Background: an optimization exercise with open tools, aiming at small area, a short achievable clock period and few clock cycles. Do not read the settings as production practice. In this exercise RTL edits were held to simulation tests only and were not proved equivalent to the original. Power and IR drop assume default switching activity.

== JK ==
Design systolic_mm_engine, start of the top module:
module systolic_mm_engine #(
    parameter int ROWS   = 4,
    parameter int COLS   = 4,
    parameter int DATA_W = 16,
    parameter int ACC_W  = 40,
    parameter int KLEN_W = 12
) (
    input  logic                                   clk,
    input  logic                                   rst_n,
    input  logic                                   start,
    input  logic                                   acc_mode,
    input  logic [KLEN_W-1:0]                      k_len,
    input  logic                                   in_valid,
    output logic                                   in_ready,
    input  logic [ROWS*DATA_W-1:0]                 a_vec,
    input  logic [COLS*DATA_W-1:0]                 b_vec,
    output logic                                   out_valid,
    input  logic                                   out_ready,
    output logic [COLS*ACC_W-1:0]                  out_row,
    output logic [(ROWS > 1 ? $clog2(ROWS) : 1)-1:0] out_idx,
    output logic                                   busy,
    output logic                                   done
);
    logic              busy_q, in_ready_q, out_valid_q, done_q;
    logic              f1_q, f2_q;       
    logic              drn_q;            
    logic [1:0]        idx_q;            
    logic [1:0]        rsel_q;           
  ...
For scale: about 16000 cells after synthesis, roughly 2100 flip-flops, ~310 I/O pins, roughly 0.18 mm^2 of cells after synthesis.
==> module systolic_mm_engine, before the edit <==
module systolic_mm_engine #(
    parameter int ROWS   = 4,
    parameter int COLS   = 4,
    parameter int DATA_W = 16,
    parameter int ACC_W  = 40,
    parameter int KLEN_W = 12
) (
    input  logic                                   clk,
    input  logic                                   rst_n,
    input  logic                                   start,
    input  logic                                   acc_mode,
    input  logic [KLEN_W-1:0]                      k_len,
    input  logic                                   in_valid,
    output logic                                   in_ready,
    input  logic [ROWS*DATA_W-1:0]                 a_vec,
    input  logic [COLS*DATA_W-1:0]                 b_vec,
    output logic                                   out_valid,
    input  logic                                   out_ready,
    output logic [COLS*ACC_W-1:0]                  out_row,
    output logic [(ROWS > 1 ? $clog2(ROWS) : 1)-1:0] out_idx,
    output logic                                   busy,
    output logic                                   done
);
    logic              busy_q, in_ready_q, out_valid_q, done_q;
    logic              f1_q, f2_q;       
    logic              drn_q;            
    logic [1:0]        idx_q;            
    logic [1:0]        rsel_q;           
    logic [3:0]        sel_s_q [COLS];   
    logic [3:0]        sel_c_q [COLS];
    logic [KLEN_W-1:0] cnt_q;            
    logic              take_q;           
    logic [KLEN_W-1:0] w_rem;            
    logic              w_last;           
    logic              clr_q;            
    logic w_idle, w_start, w_take, w_hs, w_fin, w_drn, w_valid;
    logic [1:0] w_idx, w_rsel;
    assign w_idle  = !busy_q;
    assign w_start = w_idle && start;
    assign w_take  = in_valid && in_ready_q;
    assign w_hs    = out_valid_q && out_ready;
    assign w_fin   = w_hs && (idx_q == 2'd3);
    assign w_rem   = cnt_q - {{(KLEN_W-1){1'b0}}, take_q};
    assign w_last  = (w_rem == KLEN_W'(1));
    always_comb begin
        w_idx   = f2_q ? 2'd0 : idx_q + {1'b0, w_hs};
        w_drn   = f2_q || (drn_q && !w_fin);
        w_valid = w_drn && (rsel_q == w_idx);
        w_rsel  = w_valid ? w_idx + 2'd1 : w_idx;
    end
    always_ff @(posedge clk or negedge rst_n) begin
        if (!rst_n) begin
            busy_q      <= 1'b0;
            in_ready_q  <= 1'b0;
            out_valid_q <= 1'b0;
            done_q      <= 1'b0;
            take_q      <= 1'b0;
            f1_q        <= 1'b0;
            f2_q        <= 1'b0;
            drn_q       <= 1'b0;
            idx_q       <= 2'd0;
            rsel_q      <= 2'd0;
            for (int c = 0; c < COLS; c++) begin
                sel_s_q[c] <= 4'b0001;
                sel_c_q[c] <= 4'b0001;
            end
        end else begin
            done_q <= w_fin;
            take_q <= w_take;
            f2_q   <= f1_q;
            if (w_start) begin
                busy_q     <= 1'b1;
                in_ready_q <= (k_len != '0);
                f1_q       <= (k_len == '0);
            end else begin
                if (w_fin) busy_q <= 1'b0;
                if (w_take && w_last) in_ready_q <= 1'b0;
                f1_q <= w_take && w_last;
            end
            drn_q       <= w_drn;
            out_valid_q <= w_valid;
            idx_q       <= w_idx;
            rsel_q      <= w_rsel;
            for (int c = 0; c < COLS; c++) begin
                sel_s_q[c] <= 4'b0001 << w_rsel;
                sel_c_q[c] <= 4'b0001 << w_rsel;
            end
        end
    end
    always_ff @(posedge clk or negedge rst_n) begin
        if (!rst_n) clr_q <= 1'b1;
        else        clr_q <= w_start && !acc_mode;
    end
    always_ff @(posedge clk) begin
        cnt_q <= w_start ? k_len : w_rem;
    end
    logic [7:0] one_d [COLS];
    logic [7:0] two_d [COLS];
    logic [7:0] neg_d [COLS];
    for (genvar c = 0; c < COLS; c++) begin : g_enc
        logic [DATA_W:0] bx;
        assign bx = {b_vec[c*DATA_W +: DATA_W], 1'b0};
        always_comb begin
            for (int i = 0; i < 8; i++) begin
                one_d[c][i] = w_take && (bx[2*i+1] ^ bx[2*i]);
                two_d[c][i] = w_take && ((bx[2*i+2] && !bx[2*i+1] && !bx[2*i]) ||
                                         (!bx[2*i+2] && bx[2*i+1] && bx[2*i]));
                neg_d[c][i] = w_take && bx[2*i+2];
            end
        end
    end
    logic [ACC_W-1:0] s_acc [ROWS][COLS];
    logic [ACC_W-1:0] c_acc [ROWS][COLS];
    for (genvar r = 0; r < ROWS; r++) begin : g_r
        for (genvar c = 0; c < COLS; c++) begin : g_c
            logic [ACC_W-1:0] s_d, c_d;
            smm_mac u_mac (
                .clk(clk), .a_d(a_vec[r*DATA_W +: DATA_W]),
                .one_d(one_d[c]), .two_d(two_d[c]), .neg_d(neg_d[c]),
                .s_q(s_acc[r][c]), .c_q(c_acc[r][c]), .s_d(s_d), .c_d(c_d)
            );
            always_ff @(posedge clk) begin
                s_acc[r][c] <= s_d & {ACC_W{~clr_q}};
                c_acc[r][c] <= c_d & {ACC_W{~clr_q}};
            end
        end
    end
    logic [COLS*ACC_W-1:0] row_q;
    logic [COLS*ACC_W-1:0] w_row;
    for (genvar c = 0; c < COLS; c++) begin : g_drain
        logic [ACC_W-1:0] s_sel, c_sel;
        always_comb begin
            s_sel = '0;
            c_sel = '0;
            for (int r = 0; r < ROWS; r++) begin
                s_sel = s_sel | (s_acc[r][c] & {ACC_W{sel_s_q[c][r]}});
                c_sel = c_sel | (c_acc[r][c] & {ACC_W{sel_c_q[c][r]}});
            end
        end
        smm_add40 u_add (.a(s_sel), .b(c_sel), .s(w_row[c*ACC_W +: ACC_W]));
    end
    always_ff @(posedge clk) begin
        row_q <= w_row;
    end
    assign in_ready  = in_ready_q;
    assign out_valid = out_valid_q;
    assign out_row   = row_q;
    assign out_idx   = idx_q;
    assign busy      = busy_q;
    assign done      = done_q;
endmodule
export LEC_CHECK = 0
export CAP_MARGIN = 35
export CORE_MARGIN = 2
export CORE_UTILIZATION = 65
export SETUP_SLACK_MARGIN = 5
export SLEW_MARGIN = 35
export SYNTH_HIERARCHICAL = 1
export SYNTH_MINIMUM_KEEP_SIZE = 0
create_clock -name core_clock -period 11.0 [get_ports {clk}]
standard.sh (not shown) runs the stock make flow with config.mk's settings and CLKGATE_MAP_FILE= SYNTH_SCRIPT=/design/flow/synth_recipe.tcl, a recipe that flattens the netlist after the stock synthesis.
==> flow/flow/run.sh <==
#!/bin/bash
set -euo pipefail
bash standard.sh SETUP_SLACK_MARGIN=7.4 "BUFFER_PORTS_ARGS=-buffer_cell sky130_fd_sc_hd__buf_4" finish > standard_flow.log 2>&1
Testbench counts of JK, summed over its fixed seeds: cycles 6,501.
Input changes introduced in MS (baseline for comparison: JK):
diff --git a/flow/design.v b/flow/design.v
--- a/flow/design.v
+++ b/flow/design.v
@@ -26,10 +26,9 @@
     logic              f1_q, f2_q;       
     logic              drn_q;            
     logic [1:0]        idx_q;            
     logic [1:0]        rsel_q;           
-    logic [3:0]        sel_s_q [COLS];   
-    logic [3:0]        sel_c_q [COLS];
+    logic [3:0]        w_sel;            
     logic [KLEN_W-1:0] cnt_q;            
     logic              take_q;           
     logic [KLEN_W-1:0] w_rem;            
     logic              w_last;           
@@ -47,8 +46,9 @@
         w_idx   = f2_q ? 2'd0 : idx_q + {1'b0, w_hs};
         w_drn   = f2_q || (drn_q && !w_fin);
         w_valid = w_drn && (rsel_q == w_idx);
         w_rsel  = w_valid ? w_idx + 2'd1 : w_idx;
+        w_sel   = 4'b0001 << w_rsel;
     end
     always_ff @(posedge clk or negedge rst_n) begin
         if (!rst_n) begin
             busy_q      <= 1'b0;
@@ -60,12 +60,8 @@
             f2_q        <= 1'b0;
             drn_q       <= 1'b0;
             idx_q       <= 2'd0;
             rsel_q      <= 2'd0;
-            for (int c = 0; c < COLS; c++) begin
-                sel_s_q[c] <= 4'b0001;
-                sel_c_q[c] <= 4'b0001;
-            end
         end else begin
             done_q <= w_fin;
             take_q <= w_take;
             f2_q   <= f1_q;
@@ -81,12 +77,8 @@
             drn_q       <= w_drn;
             out_valid_q <= w_valid;
             idx_q       <= w_idx;
             rsel_q      <= w_rsel;
-            for (int c = 0; c < COLS; c++) begin
-                sel_s_q[c] <= 4'b0001 << w_rsel;
-                sel_c_q[c] <= 4'b0001 << w_rsel;
-            end
         end
     end
     always_ff @(posedge clk or negedge rst_n) begin
         if (!rst_n) clr_q <= 1'b1;
@@ -129,16 +121,14 @@
     logic [COLS*ACC_W-1:0] row_q;
     logic [COLS*ACC_W-1:0] w_row;
     for (genvar c = 0; c < COLS; c++) begin : g_drain
         logic [ACC_W-1:0] s_sel, c_sel;
-        always_comb begin
-            s_sel = '0;
-            c_sel = '0;
-            for (int r = 0; r < ROWS; r++) begin
-                s_sel = s_sel | (s_acc[r][c] & {ACC_W{sel_s_q[c][r]}});
-                c_sel = c_sel | (c_acc[r][c] & {ACC_W{sel_c_q[c][r]}});
-            end
-        end
+        smm_sel4 u_ssel (.clk(clk), .sel_d(w_sel),
+                         .i0(s_acc[0][c]), .i1(s_acc[1][c]), .i2(s_acc[2][c]), .i3(s_acc[3][c]),
+                         .o(s_sel));
+        smm_sel4 u_csel (.clk(clk), .sel_d(w_sel),
+                         .i0(c_acc[0][c]), .i1(c_acc[1][c]), .i2(c_acc[2][c]), .i3(c_acc[3][c]),
+                         .o(c_sel));
         smm_add40 u_add (.a(s_sel), .b(c_sel), .s(w_row[c*ACC_W +: ACC_W]));
     end
     always_ff @(posedge clk) begin
         row_q <= w_row;
@@ -168,8 +158,21 @@
 );
     assign s  = a ^ b;
     assign co = a & b;
 endmodule
+module smm_sel4 (
+    input  logic        clk,
+    input  logic [3:0]  sel_d,
+    input  logic [39:0] i0,
+    input  logic [39:0] i1,
+    input  logic [39:0] i2,
+    input  logic [39:0] i3,
+    output logic [39:0] o
+);
+    logic [3:0] sel;
+    always_ff @(posedge clk) sel <= sel_d;
+    assign o = (i0 & {40{sel[0]}}) | (i1 & {40{sel[1]}}) | (i2 & {40{sel[2]}}) | (i3 & {40{sel[3]}});
+endmodule
 module smm_gc (
     input  logic gh,
     input  logic ph,
     input  logic gl,
--- outcome ---
Of MS and JK, the lower core area belongs to JK.
MS against JK: worst setup slack went up 0.21 ns, number of cell rows went up about 0.5%, highest cell delay on the worst timing path went down 0.11 ns, routed length on met2 went down 7100 um.
There was hardly any difference in simple-gate share of the synthesized area between MS and JK.
MS against JK: power decreased about 0.3%, combinational power share essentially unchanged, global-route usage decreased 0.70 points, synthesized cell count essentially unchanged.
Testbench counts of MS, summed over its fixed seeds: cycles 6,501.

static timing again, ports no longer ideal:
Ports are ideal in the flow. The routed layouts listed here were re-timed in OpenROAD. Step 1: set_driving_cell puts a clkbuf_16 on clk and a buf_2 on each other input, an assumption about the parent block. Step 2 also shifts input and output timing later by t, the mid clock arrival at the registers, as if the neighbouring blocks saw the same clock. a / b / c = ideal ports / drivers / drivers and shift; a / b = the first two.
run	t (ns)	setup slack, ns	worst setup path after step 2
JK	1.035	7.016 / 7.016 / 6.736	input to register
MS	1.039	7.222 / 7.120 / 6.614	input to register
After both steps setup and hold are still met in every run listed. For MS, which loses most, drivers alone change the setup slack by -0.102 ns; drivers and shift together by -0.608 ns.
